Source: an optimization exercise on an open RTL-to-GDS flow (aim: small area, a short achievable clock period and few clock cycles per item). Production flows keep margins and buffers that such runs may drop.
Function was checked by simulation only, so behaviour that the tests miss may differ from the original.

==> try-sierra: inputs <==
==> flow/design.v (excerpt) <==
module triangle_tangent_calc_unit (
   input  wire logic                              clock,
   input  wire logic                              reset,
   input  wire logic                              req_valid,
   output logic                                   req_stall,
   input  wire logic signed [ttc_pkg::POS_W-1:0]  req_pos_x,
   input  wire logic signed [ttc_pkg::POS_W-1:0]  req_pos_y,
   input  wire logic signed [ttc_pkg::POS_W-1:0]  req_pos_z,
   input  wire logic signed [ttc_pkg::UV_W-1:0]   req_tex_u,
   input  wire logic signed [ttc_pkg::UV_W-1:0]   req_tex_v,
   output logic                                   rsp_valid,
   input  wire logic                              rsp_stall,
   output logic signed [ttc_pkg::POS_W-1:0]       rsp_tangent_x,
   output logic signed [ttc_pkg::POS_W-1:0]       rsp_tangent_y,
   output logic signed [ttc_pkg::POS_W-1:0]       rsp_tangent_z,
   output logic                                   rsp_degenerate,
   output logic                                   rsp_clipped
);
   logic job_busy, job_release, release_next, job_start;
   logic signed [ttc_pkg::DUV_W-1:0]  du_new, dv_new;
   logic [ttc_pkg::AXES-1:0][ttc_pkg::DPOS_W-1:0] dp1;
   logic [ttc_pkg::AXES-1:0][ttc_pkg::DPOS_W-1:0] dp2;
   logic signed [ttc_pkg::DUV_W-1:0]  du1, dv1, du2, dv2;
   logic [ttc_pkg::AXES-1:0]          lane_free, lane_load;
   logic [ttc_pkg::Z_W-1:0]           lane_z;
   logic                              lane_neg, lane_ovf, lane_degen;
   logic [ttc_pkg::DMAG_W-1:0]        lane_den;
   ttc_front u_front (
  ...
==> flow/config.mk <==
export PLATFORM = sky130hd
export DESIGN_NAME = triangle_tangent_calc_unit
export DESIGN_NICKNAME = triangle_tangent_calc_unit
export VERILOG_FILES = /design/flow/design.v
export SDC_FILE = /design/flow/constraint.sdc
export NUM_CORES = 4
export LEC_CHECK = 0
export ABC_CLOCK_PERIOD_IN_PS = 5500
export CAP_MARGIN = 20
export CORE_MARGIN = 2
export CORE_UTILIZATION = 40
export PLACE_DENSITY = 0.55
export SETUP_SLACK_MARGIN = 5
export SLEW_MARGIN = 20
==> flow/constraint.sdc <==
create_clock -name core_clock -period 11.0 [get_ports {clock}]
set_input_delay 2.2000 -clock core_clock [delete_from_list [all_inputs] [get_ports {clock}]]
set_output_delay 2.2000 -clock core_clock [all_outputs]
set_load 0.01 [all_outputs]
run.sh (not shown) runs the stock make flow with config.mk's settings and CLKGATE_MAP_FILE= SYNTH_SCRIPT=/design/flow/synth_recipe.tcl, a recipe that flattens the netlist after the stock synthesis.
==> try-raven: changes against try-sierra <==
- ABC_CLOCK_PERIOD_IN_PS: 5500 -> 6500
- SETUP_SLACK_MARGIN: 5 -> 3.5
==> results by group <==
Timing
  • Fin crit share: 0.761

Cells and area
  • Multi-input gate area: approximately 0.090 mm^2
  • Area grow syn2layout: 14.4%
  • Signal buffers: 792

Global route
  • Met2 track demand over resource: 0.386
  • Vias in the first global route: slightly above 100k

Clock tree
  • Clk latency of the worst-skew pair: 910 ps

Status
  • Run status: no timing/DRC/antenna violations
(the above is from try-raven)
==> results by group <==
Timing
  • Fin crit share: 0.761
  • Rel. slew slack: 0.116

Cells and area
  • Multi-input gate area: 0.0949 mm^2
  • Area grow syn2layout: 21.7%
  • Signal buffers: roughly 1200

Synthesis
  • Post-synthesis sequential area ratio: 0.300

Status
  • Run status: no timing/DRC/antenna violations

Global route
  • Met2 track demand over resource: 0.401
(the above is from try-sierra)
Testbench counts of try-sierra, summed over its fixed seeds: cycles 4,712, items 512.
Testbench counts of try-raven, summed over its fixed seeds: cycles 4,712, items 512.

==> inputs of v28 <==
Another version of the RTL of triangle_tangent_calc_unit (not shown whole).
## triangle_tangent_calc_unit
module triangle_tangent_calc_unit (
   input  wire logic                              clock,
   input  wire logic                              reset,
   input  wire logic                              req_valid,
   output logic                                   req_stall,
   input  wire logic signed [ttc_pkg::POS_W-1:0]  req_pos_x,
   input  wire logic signed [ttc_pkg::POS_W-1:0]  req_pos_y,
   input  wire logic signed [ttc_pkg::POS_W-1:0]  req_pos_z,
   input  wire logic signed [ttc_pkg::UV_W-1:0]   req_tex_u,
   input  wire logic signed [ttc_pkg::UV_W-1:0]   req_tex_v,
   output logic                                   rsp_valid,
   input  wire logic                              rsp_stall,
   output logic signed [ttc_pkg::POS_W-1:0]       rsp_tangent_x,
   output logic signed [ttc_pkg::POS_W-1:0]       rsp_tangent_y,
   output logic signed [ttc_pkg::POS_W-1:0]       rsp_tangent_z,
   output logic                                   rsp_degenerate,
   output logic                                   rsp_clipped
);
clock: 11.0 ns
lec_check: 0
cap_margin: 20
cell_pad_in_sites_detail_placement: 0
cell_pad_in_sites_global_placement: 0
core_margin: 2
core_utilization: 45
place_density: 0.6
setup_slack_margin: 5
slew_margin: 20
==> v34 (differences from v28) <==
--- a/flow/design.v
+++ b/flow/design.v
@@ -33,12 +33,13 @@
    input  wire logic signed [ttc_pkg::POS_W-1:0]  req_pos_z,
    input  wire logic signed [ttc_pkg::UV_W-1:0]   req_tex_u,
    input  wire logic signed [ttc_pkg::UV_W-1:0]   req_tex_v,
    output logic                                   job_busy,
    input  wire logic                              job_release,
    input  wire logic                              release_next,   
+   input  wire logic                              d1_next,        
    output logic                                   job_start,      
    output logic signed [ttc_pkg::DUV_W-1:0]       du_new,         
    output logic signed [ttc_pkg::DUV_W-1:0]       dv_new,
    output logic [ttc_pkg::AXES-1:0][ttc_pkg::DPOS_W-1:0] dp1,
    output logic [ttc_pkg::AXES-1:0][ttc_pkg::DPOS_W-1:0] dp2,
    output logic signed [ttc_pkg::DUV_W-1:0]       du1,
@@ -83,13 +84,14 @@
          count_ff <= 2'd0;
          busy_ff  <= 1'b0;
          stall_ff <= 1'b0;
       end else begin
          count_ff <= count_in;
          busy_ff  <= busy_in;
-         stall_ff <= (count_in != 2'd0) && busy_in && !release_next;
+         stall_ff <= busy_in && (((count_in == 2'd1) && d1_next)
+                                 || ((count_in == 2'd2) && !release_next));
       end
    end
    always_ff @(posedge clock) begin
       if (accept && count_ff == 2'd0) begin
          for (int a = 0; a < ttc_pkg::AXES; a++) p0_ff[a] <= in_pos[a];
          u0_ff <= req_tex_u;
@@ -112,12 +114,13 @@
 module ttc_mul (
    input  wire logic                              clock,
    input  wire logic                              reset,
    input  wire logic                              job_busy,
    output logic                                   job_release,
    output logic                                   release_next,
+   output logic                                   d1_next,
    input  wire logic                              job_start,
    input  wire logic signed [ttc_pkg::DUV_W-1:0]  du_new,
    input  wire logic signed [ttc_pkg::DUV_W-1:0]  dv_new,
    input  wire logic [ttc_pkg::AXES-1:0][ttc_pkg::DPOS_W-1:0] dp1,
    input  wire logic [ttc_pkg::AXES-1:0][ttc_pkg::DPOS_W-1:0] dp2,
    input  wire logic signed [ttc_pkg::DUV_W-1:0]  du1,
@@ -184,14 +187,24 @@
    end
    assign p2_go        = p2_ff && ((p2_k_ff == 2'd0) || set_free[p2_k_ff - 2'd1]);
    assign p1_go        = p1_ff && (!p2_ff || p2_go);
    assign adv          = job_busy && (!p1_ff || p1_go);
    assign job_release  = adv && last_chunk && (k_ff == 2'd3);
    assign release_next = (k_in == 2'd3) && (j_in == CH_W'(ttc_pkg::NCH - 1)) && !p1_in;
+   assign d1_next      = ((j_in == CH_W'(ttc_pkg::NCH - 1)) ? k_in + 2'd1 : k_in) <= 2'd1;
    logic [1:0]      k_adv;
    logic [CH_W-1:0] j_adv;
+   logic [ttc_pkg::DPOS_W-1:0]        dp1b_ff, dp1c_ff;
+   logic [ttc_pkg::DUV_W-1:0]         dv1_ff;
+   always_ff @(posedge clock) begin
+      if (job_start) begin
+         dp1b_ff <= dp1[1];
+         dp1c_ff <= dp1[2];
+         dv1_ff  <= dv1;
+      end
+   end
    always_comb begin
       j_adv = last_chunk ? '0 : j_ff + 1'b1;
       k_adv = last_chunk ? k_ff + 2'd1 : k_ff;
       k_in = adv ? k_adv : k_ff;
       j_in = adv ? j_adv : j_ff;
       p1_in = p1_ff;
@@ -199,20 +212,26 @@
       else if (p1_go)        p1_in = 1'b0;
       p2_in = p2_ff;
       if (p1_go)      p2_in = 1'b1;
       else if (p2_go) p2_in = 1'b0;
       x1_in = ttc_pkg::DPOS_W'(du1);
       x2_in = ttc_pkg::DPOS_W'(du2);
-      for (int a = 0; a < ttc_pkg::AXES; a++) begin
-         if (k_adv == 2'(a + 1)) begin
-            x1_in = signed'(dp1[a]);
-            x2_in = signed'(dp2[a]);
-         end
+      if (k_adv == 2'd1) begin
+         x1_in = signed'(dp1[0]);
+         x2_in = signed'(dp2[0]);
+      end
+      if (k_adv == 2'd2) begin
+         x1_in = signed'(dp1b_ff);
+         x2_in = signed'(dp2[1]);
+      end
+      if (k_adv == 2'd3) begin
+         x1_in = signed'(dp1c_ff);
+         x2_in = signed'(dp2[2]);
       end
       b1_in = booth(chunk(dv2, j_adv), 1'b0);
-      b2_in = booth(chunk(dv1, j_adv), 1'b1);
+      b2_in = booth(chunk(dv1_ff, j_adv), 1'b1);
       if (job_start) begin
          x1_in = ttc_pkg::DPOS_W'(du1);
          x2_in = ttc_pkg::DPOS_W'(du_new);
          b1_in = booth(chunk(dv_new, '0), 1'b0);
          b2_in = booth(chunk(dv1, '0), 1'b1);
       end
@@ -703,13 +722,13 @@
    output logic signed [ttc_pkg::POS_W-1:0]       rsp_tangent_x,
    output logic signed [ttc_pkg::POS_W-1:0]       rsp_tangent_y,
    output logic signed [ttc_pkg::POS_W-1:0]       rsp_tangent_z,
    output logic                                   rsp_degenerate,
    output logic                                   rsp_clipped
 );
-   logic job_busy, job_release, release_next, job_start;
+   logic job_busy, job_release, release_next, d1_next, job_start;
    logic signed [ttc_pkg::DUV_W-1:0]  du_new, dv_new;
    logic [ttc_pkg::AXES-1:0][ttc_pkg::DPOS_W-1:0] dp1;
    logic [ttc_pkg::AXES-1:0][ttc_pkg::DPOS_W-1:0] dp2;
    logic signed [ttc_pkg::DUV_W-1:0]  du1, dv1, du2, dv2;
    logic [ttc_pkg::NLANE-1:0]         lane_free, lane_load;
    logic [ttc_pkg::Z_W-1:0]           lane_z;
@@ -725,12 +744,13 @@
       .req_pos_z   (req_pos_z),
       .req_tex_u   (req_tex_u),
       .req_tex_v   (req_tex_v),
       .job_busy    (job_busy),
       .job_release (job_release),
       .release_next(release_next),
+      .d1_next     (d1_next),
       .job_start   (job_start),
       .du_new      (du_new),
       .dv_new      (dv_new),
       .dp1         (dp1),
       .dp2         (dp2),
       .du1         (du1),
@@ -741,12 +761,13 @@
    ttc_mul u_mul (
       .clock       (clock),
       .reset       (reset),
       .job_busy    (job_busy),
       .job_release (job_release),
       .release_next(release_next),
+      .d1_next     (d1_next),
       .job_start   (job_start),
       .du_new      (du_new),
       .dv_new      (dv_new),
       .dp1         (dp1),
       .dp2         (dp2),
       .du1         (du1),
==> flow/flow/run.sh (new file) <==
#!/bin/bash
# The standard layout (the standard.sh, unchanged synthesis and steps), with timing
# repair aiming for 6 ns of setup slack at the design's 11 ns clock. make's full output
# goes to layout.log here; each ORFS step also keeps its own log under orfs/logs/.
set -euo pipefail
bash standard.sh SETUP_SLACK_MARGIN=6 finish > layout.log 2>&1
==> flow/standard.sh (new file) <==
#!/bin/bash
# synth_recipe.tcl (not shown) runs the flow's synth.tcl, then flattens the netlist and writes it again
# the make line also repeats each setting of config.mk as NAME=value (left out here)
make -C /OpenROAD-flow-scripts/flow DESIGN_CONFIG=/design/flow/config.mk WORK_HOME=/design/flow/orfs CLKGATE_MAP_FILE= SYNTH_SCRIPT=/design/flow/synth_recipe.tcl "${@:-finish}"
- CORE_UTILIZATION: 45 -> 60
- CTS_BUF_LIST: not set -> sky130_fd_sc_hd__clkbuf_8
- PLACE_DENSITY: 0.6 -> 0.75
- SETUP_SLACK_MARGIN: 5 -> not set
removed: flow/run.sh
==> out/results.tsv <==
stage	metric	value	unit
cells_and_area	inverters	1315	
die	tap_cells	3589	
sta	whs	0.394	ns
outcome	outcome	finished clean	
cells_and_area	fillers	20400	
placement	post_dp_cell_area	0.170	mm²
worst_setup_path	cp_max_fo	5	
global_routing	grt_use_total	36.1	%
detailed_routing	drt_iter0_drc	17500	
clock_tree	cts.sinks	2496	
Source of the figures above: v34

==> out/results.tsv <==
stage	metric	value	unit
outcome	outcome	finished clean	
placement	post_dp_cell_area	0.169	mm²
global_routing	grt_use_total	28.1	%
worst_setup_path	cp_max_fo	115	
cells_and_area	fillers	32400	
cells_and_area	inverters	1358	
logic_synthesis	synth_cells	15500	
global_routing	globalRouteMet2Util	46.9	%
detailed_routing	drt_iter0_drc	14300	
clock_tree	cts.sinks	2405	
min_path	holdPathStages	0	
Source of the figures above: v28

Testbench counts of v28, summed over its fixed seeds: cycles 4,792, items 512.
Testbench counts of v34, summed over its fixed seeds: cycles 4,536, items 512.

==> 09-11: inputs <==
triangle_tangent_calc_unit, a different RTL version from the one above (not shown whole).
Settings: LEC_CHECK=0, CAP_MARGIN=20, CORE_MARGIN=2, CORE_UTILIZATION=35, PLACE_DENSITY=0.5, SETUP_SLACK_MARGIN=2.5, SLEW_MARGIN=20; clock period 11.0 ns.
Stock flow here: none of the scripts above is used.
==> inputs of 11-04, as changes to 09-11 <==
--- a/flow/design.v
+++ b/flow/design.v
@@ -13,14 +13,16 @@
    localparam int QUO_W   = POS_W;                
    localparam int NCH     = 2;
    localparam int CW      = (DUV_W + NCH - 1) / NCH;
    localparam int LCW     = DUV_W - (NCH - 1) * CW;    
    localparam int ACC_W   = DPOS_W + CW + 2;    
    localparam int LO_W    = (NCH - 1) * CW;
-   localparam int K       = 4;
+   localparam int K       = 2;
    localparam int NRUN    = QUO_W / K;
+   localparam int NSET    = 2;
+   localparam int NLANE   = NSET * AXES;
 endpackage
 `default_nettype wire
 `default_nettype none
 module ttc_front (
    input  wire logic                              clock,
    input  wire logic                              reset,
@@ -119,14 +121,14 @@
    input  wire logic [ttc_pkg::AXES-1:0][ttc_pkg::DPOS_W-1:0] dp1,
    input  wire logic [ttc_pkg::AXES-1:0][ttc_pkg::DPOS_W-1:0] dp2,
    input  wire logic signed [ttc_pkg::DUV_W-1:0]  du1,
    input  wire logic signed [ttc_pkg::DUV_W-1:0]  dv1,
    input  wire logic signed [ttc_pkg::DUV_W-1:0]  du2,
    input  wire logic signed [ttc_pkg::DUV_W-1:0]  dv2,
-   input  wire logic [ttc_pkg::AXES-1:0]          lane_free,
-   output logic [ttc_pkg::AXES-1:0]               lane_load,
+   input  wire logic [ttc_pkg::NLANE-1:0]         lane_free,
+   output logic [ttc_pkg::NLANE-1:0]              lane_load,
    output logic [ttc_pkg::Z_W-1:0]                lane_z,       
    output logic                                   lane_neg,
    output logic                                   lane_ovf,
    output logic                                   lane_degen,
    output logic [ttc_pkg::DMAG_W-1:0]             lane_den      
 );
@@ -166,13 +168,24 @@
             else
                chunk = {1'b0, y[(ttc_pkg::NCH-1-i)*ttc_pkg::CW +: ttc_pkg::CW]};
          end
       end
    endfunction
    assign last_chunk   = (j_ff == CH_W'(ttc_pkg::NCH - 1));
-   assign p2_go        = p2_ff && ((p2_k_ff == 2'd0) || lane_free[p2_k_ff - 2'd1]);
+   localparam int SET_W = (ttc_pkg::NSET > 1) ? $clog2(ttc_pkg::NSET) : 1;
+   logic [SET_W-1:0] set_ff;
+   logic [ttc_pkg::AXES-1:0] set_free;
+   always_comb begin
+      for (int a = 0; a < ttc_pkg::AXES; a++) begin
+         set_free[a] = 1'b0;
+         for (int t = 0; t < ttc_pkg::NSET; t++) begin
+            if (set_ff == SET_W'(t)) set_free[a] = lane_free[t * ttc_pkg::AXES + a];
+         end
+      end
+   end
+   assign p2_go        = p2_ff && ((p2_k_ff == 2'd0) || set_free[p2_k_ff - 2'd1]);
    assign p1_go        = p1_ff && (!p2_ff || p2_go);
    assign adv          = job_busy && (!p1_ff || p1_go);
    assign job_release  = adv && last_chunk && (k_ff == 2'd3);
    assign release_next = (k_in == 2'd3) && (j_in == CH_W'(ttc_pkg::NCH - 1)) && !p1_in;
    logic [1:0]      k_adv;
    logic [CH_W-1:0] j_adv;
@@ -203,17 +216,21 @@
          b1_in = booth(chunk(dv_new, '0), 1'b0);
          b2_in = booth(chunk(dv1, '0), 1'b1);
       end
    end
    always_ff @(posedge clock) begin
       if (reset) begin
-         k_ff  <= '0;
-         j_ff  <= '0;
-         p1_ff <= 1'b0;
-         p2_ff <= 1'b0;
+         k_ff   <= '0;
+         j_ff   <= '0;
+         p1_ff  <= 1'b0;
+         p2_ff  <= 1'b0;
+         set_ff <= '0;
       end else begin
+         if (p2_go && p2_k_ff == 2'd3) begin
+            set_ff <= (set_ff == SET_W'(ttc_pkg::NSET - 1)) ? '0 : set_ff + 1'b1;
+         end
          k_ff  <= k_in;
          j_ff  <= j_in;
          p1_ff <= p1_in;
          p2_ff <= p2_in;
       end
    end
@@ -281,14 +298,16 @@
          dneg_ff  <= fneg_ff;
          degen_ff <= (fmag_ff == '0);
       end
    end
    always_comb begin
       lane_load = '0;
-      for (int a = 0; a < ttc_pkg::AXES; a++) begin
-         lane_load[a] = p2_go && (p2_k_ff == 2'(a + 1));
+      for (int t = 0; t < ttc_pkg::NSET; t++) begin
+         for (int a = 0; a < ttc_pkg::AXES; a++) begin
+            lane_load[t * ttc_pkg::AXES + a] = p2_go && (p2_k_ff == 2'(a + 1)) && (set_ff == SET_W'(t));
+         end
       end
    end
    assign lane_z     = shifted;
    assign lane_neg   = fneg_ff ^ dneg_ff;
    assign lane_ovf   = (fmag_ff[NW-1:ttc_pkg::FRAC_W] >= NW'(dmag_ff));
    assign lane_degen = degen_ff;
@@ -506,19 +525,19 @@
 endmodule
 `default_nettype wire
 `default_nettype none
 module ttc_back (
    input  wire logic                            clock,
    input  wire logic                            reset,
-   input  wire logic [ttc_pkg::AXES-1:0]        lane_load,
+   input  wire logic [ttc_pkg::NLANE-1:0]       lane_load,
    input  wire logic [ttc_pkg::Z_W-1:0]         lane_z,
    input  wire logic                            lane_neg,
    input  wire logic                            lane_ovf,
    input  wire logic                            lane_degen,
    input  wire logic [ttc_pkg::DMAG_W-1:0]      lane_den,
-   output logic [ttc_pkg::AXES-1:0]             lane_free,
+   output logic [ttc_pkg::NLANE-1:0]            lane_free,
    output logic                                 rsp_valid,
    input  wire logic                            rsp_stall,
    output logic signed [ttc_pkg::POS_W-1:0]     rsp_tangent_x,
    output logic signed [ttc_pkg::POS_W-1:0]     rsp_tangent_y,
    output logic signed [ttc_pkg::POS_W-1:0]     rsp_tangent_z,
    output logic                                 rsp_degenerate,
@@ -528,22 +547,27 @@
    localparam int W  = ttc_pkg::W_W;
    localparam int QW = ttc_pkg::QUO_W;
    logic [AX-1:0] full_ff;
    logic [AX-1:0] clip_ff;
    logic [ttc_pkg::POS_W-1:0] tan_ff [0:AX-1];
    logic degen_ff;
-   logic [AX-1:0] done, ready, take;
-   logic [W-1:0]  r_s [0:AX-1];
-   logic [W-1:0]  r_c [0:AX-1];
-   logic [QW-1:0] r_p [0:AX-1];
-   logic [QW-1:0] r_n [0:AX-1];
-   logic [AX-1:0] r_neg, r_ovf, r_degen;
+   localparam int NL    = ttc_pkg::NLANE;
+   localparam int NS    = ttc_pkg::NSET;
+   localparam int SET_W = (NS > 1) ? $clog2(NS) : 1;
+   logic [NL-1:0] done, take;
+   logic [AX-1:0] ready, take_ax;
+   logic [W-1:0]  r_s [0:NL-1];
+   logic [W-1:0]  r_c [0:NL-1];
+   logic [QW-1:0] r_p [0:NL-1];
+   logic [QW-1:0] r_n [0:NL-1];
+   logic [NL-1:0] r_neg, r_ovf, r_degen;
    logic taken;
    logic f2_ff;
    logic [AX-1:0] f2_ax_ff;
-   for (genvar g = 0; g < AX; g++) begin : g_lane
+   logic [SET_W-1:0] ns_ff [0:AX-1];     
+   for (genvar g = 0; g < NL; g++) begin : g_lane
       ttc_div_lane u_lane (
          .clock     (clock),
          .reset     (reset),
          .load      (lane_load[g]),
          .z         (lane_z),
          .den       (lane_den),
@@ -558,63 +582,84 @@
          .res_p     (r_p[g]),
          .res_n     (r_n[g]),
          .res_neg   (r_neg[g]),
          .res_ovf   (r_ovf[g]),
          .res_degen (r_degen[g])
       );
-      assign ready[g] = done[g] && !full_ff[g] && !(f2_ff && f2_ax_ff[g]);
+      assign take[g] = take_ax[g % AX] && (ns_ff[g % AX] == SET_W'(g / AX));
+   end
+   always_comb begin
+      for (int a = 0; a < AX; a++) begin
+         ready[a] = 1'b0;
+         for (int t = 0; t < NS; t++) begin
+            if (ns_ff[a] == SET_W'(t)) ready[a] = done[t * AX + a];
+         end
+         ready[a] = ready[a] && !full_ff[a] && !(f2_ff && f2_ax_ff[a]);
+      end
+   end
+   assign take_ax[0] = ready[0];
+   assign take_ax[1] = ready[1] && !ready[0];
+   assign take_ax[2] = ready[2] && !ready[1] && !ready[0];
+   always_ff @(posedge clock) begin
+      for (int a = 0; a < AX; a++) begin
+         if (reset) begin
+            ns_ff[a] <= '0;
+         end else if (take_ax[a]) begin
+            ns_ff[a] <= (ns_ff[a] == SET_W'(NS - 1)) ? '0 : ns_ff[a] + 1'b1;
+         end
+      end
    end
-   assign take[0] = ready[0];
-   assign take[1] = ready[1] && !ready[0];
-   assign take[2] = ready[2] && !ready[1] && !ready[0];
    logic [W-1:0]  f_s, f_c, wsum;
-   logic [QW-1:0] f_p, f_n, opa, opb, t0, t1, t2, t, value;
+   logic [QW-1:0] f_p, f_n, opa, opb, t, value;
    logic          f_neg, f_ovf, f_degen, wneg, sat, clip;
-   logic [QW-1:0] t_ff;
+   logic [QW-1:0] opa_ff, opb_ff;
+   logic [1:0]    cin_ff;
    logic          neg_ff, ovf_ff, dg_ff;
    always_comb begin
-      f_s = r_s[0]; f_c = r_c[0]; f_p = r_p[0]; f_n = r_n[0];
-      f_neg = r_neg[0]; f_ovf = r_ovf[0]; f_degen = r_degen[0];
-      for (int a = 1; a < AX; a++) begin
-         if (take[a]) begin
-            f_s = r_s[a]; f_c = r_c[a]; f_p = r_p[a]; f_n = r_n[a];
-            f_neg = r_neg[a]; f_ovf = r_ovf[a]; f_degen = r_degen[a];
-         end
+      f_s = '0; f_c = '0; f_p = '0; f_n = '0;
+      f_neg = 1'b0; f_ovf = 1'b0; f_degen = 1'b0;
+      for (int l = 0; l < NL; l++) begin
+         f_s     = f_s     | (r_s[l] & {W{take[l]}});
+         f_c     = f_c     | (r_c[l] & {W{take[l]}});
+         f_p     = f_p     | (r_p[l] & {QW{take[l]}});
+         f_n     = f_n     | (r_n[l] & {QW{take[l]}});
+         f_neg   = f_neg   | (r_neg[l] & take[l]);
+         f_ovf   = f_ovf   | (r_ovf[l] & take[l]);
+         f_degen = f_degen | (r_degen[l] & take[l]);
       end
    end
    assign wsum = f_s + f_c;
    assign wneg = wsum[W-1];
    assign opa  = f_neg ? f_n : f_p;
    assign opb  = f_neg ? ~f_p : ~f_n;
-   assign t0   = opa + opb;
-   assign t1   = opa + opb + QW'(1);
-   assign t2   = opa + opb + QW'(2);
-   assign t    = !wneg ? t1 : (f_neg ? t2 : t0);
    always_ff @(posedge clock) begin
       if (reset) begin
          f2_ff <= 1'b0;
       end else begin
          f2_ff <= |take;
       end
    end
    always_ff @(posedge clock) begin
-      t_ff     <= t;
+      opa_ff   <= opa;
+      opb_ff   <= opb;
+      cin_ff   <= f_neg ? (wneg ? 2'd2 : 2'd1) : (wneg ? 2'd0 : 2'd1);
       neg_ff   <= f_neg;
       ovf_ff   <= f_ovf;
       dg_ff    <= f_degen;
-      f2_ax_ff <= take;
+      f2_ax_ff <= take_ax;
    end
-   assign sat  = ovf_ff || (neg_ff ? (!t_ff[QW-1] && (t_ff != '0)) : t_ff[QW-1]);
+   assign t    = opa_ff + opb_ff + QW'(cin_ff);
+   assign sat  = ovf_ff || (neg_ff ? (!t[QW-1] && (t != '0)) : t[QW-1]);
    assign clip = !dg_ff && sat;
    always_comb begin
       if (dg_ff) begin
          value = '0;
       end else if (sat) begin
          value = neg_ff ? 32'h8000_0000 : 32'h7FFF_FFFF;
       end else begin
-         value = t_ff;
+         value = t;
       end
    end
    assign rsp_valid = &full_ff;
    assign taken     = rsp_valid && !rsp_stall;
    always_ff @(posedge clock) begin
       if (reset) begin
@@ -663,13 +708,13 @@
 );
    logic job_busy, job_release, release_next, job_start;
    logic signed [ttc_pkg::DUV_W-1:0]  du_new, dv_new;
    logic [ttc_pkg::AXES-1:0][ttc_pkg::DPOS_W-1:0] dp1;
    logic [ttc_pkg::AXES-1:0][ttc_pkg::DPOS_W-1:0] dp2;
    logic signed [ttc_pkg::DUV_W-1:0]  du1, dv1, du2, dv2;
-   logic [ttc_pkg::AXES-1:0]          lane_free, lane_load;
+   logic [ttc_pkg::NLANE-1:0]         lane_free, lane_load;
    logic [ttc_pkg::Z_W-1:0]           lane_z;
    logic                              lane_neg, lane_ovf, lane_degen;
    logic [ttc_pkg::DMAG_W-1:0]        lane_den;
    ttc_front u_front (
       .clock       (clock),
       .reset       (reset),
Settings changed: SETUP_SLACK_MARGIN 2.5 to 5.
==> run notes <==
quantity	11-04	09-11
Synth Area in Adders	20.9%	24.5%
Global-route wire length before repair	830000 microns	667000 microns
Worst path depth	11	25
Worst path setup slack after routing	5160 ps	2820 ps
Initial antenna violation count	29	28
Multi-input gate count	10700	9535
Post-DR wirelength/cell	26.1 microns	23.6 microns
Worst reg2reg setup slack	5160 ps	2820 ps
Count of TritonRoute iterations in the first routing pass	12	7
Overall via count from detail_route	120000	99300
Reg-to-reg critical path startpoint	u_mul.b1_ff[4]$_DFFE_PP_	u_back.g_lane[2].u_lane.est_ff[3]$_SDFFE_PP0P_
FF-to-FF End	u_mul.s_ff[26]$_DFFE_PP_	u_back.g_lane[2].u_lane.est_ff[1]$_DFFE_PP_
Worst rel slew slack	17.5%	21.6%
Non-Clock Buffer Count	479	432
Result of the run	complete, no violations	complete, no violations
Area occupied by registers	0.0647 sq mm	0.0465 sq mm
Number of tap cells added at floorplan	6174	5197
Invs w/o clock	1358	1828
Testbench counts of 09-11, summed over its fixed seeds: cycles 4,728, items 512.
Testbench counts of 11-04, summed over its fixed seeds: cycles 4,792, items 512.

port drivers added, routing unchanged:
How much do the figures lean on ideal ports? The routed layouts below were timed once more, with nothing changed but the port constraints. Step 1 sets driving cells, clkbuf_16 on the clock port and buf_2 on the other inputs (assumed; they add their load-dependent delay and slew). Step 2, shift: input delay + t, output delay - t, t = (earliest + latest rising clock arrival at the registers) / 2. This alone moves slack from input paths to output paths. a / b / c = ideal / step 1 / step 2; a / b = the first two.
run	t (ns)	setup slack, ns	hold WS [ns]	slew at the worst register clock pin (ns)	worst slew at a driven data input, ns
try-sierra	0.981	2.624 / 2.624 / 2.624	0.495 / 0.495 / 0.495	0.07 / 0.07	0.06
try-raven	0.976	2.628 / 2.628 / 2.628	0.483 / 0.483 / 0.483	0.07 / 0.07	0.05
v28	1.020	5.235 / 5.235 / 4.558	0.425 / 0.425 / 0.425	0.07 / 0.07	0.23
v34	1.230	5.963 / 5.963 / 4.970	0.394 / 0.394 / 0.394	0.08 / 0.08	0.17
09-11	1.001	2.820 / 2.820 / 2.820	0.418 / 0.418 / 0.418	0.07 / 0.07	0.13
11-04	1.077	5.161 / 5.161 / 4.333	0.483 / 0.483 / 0.483	0.07 / 0.07	0.14
After both steps setup and hold are still met in every run listed. For v34, which loses most, drivers alone change the setup slack by 0.000 ns; drivers and shift together by -0.993 ns.
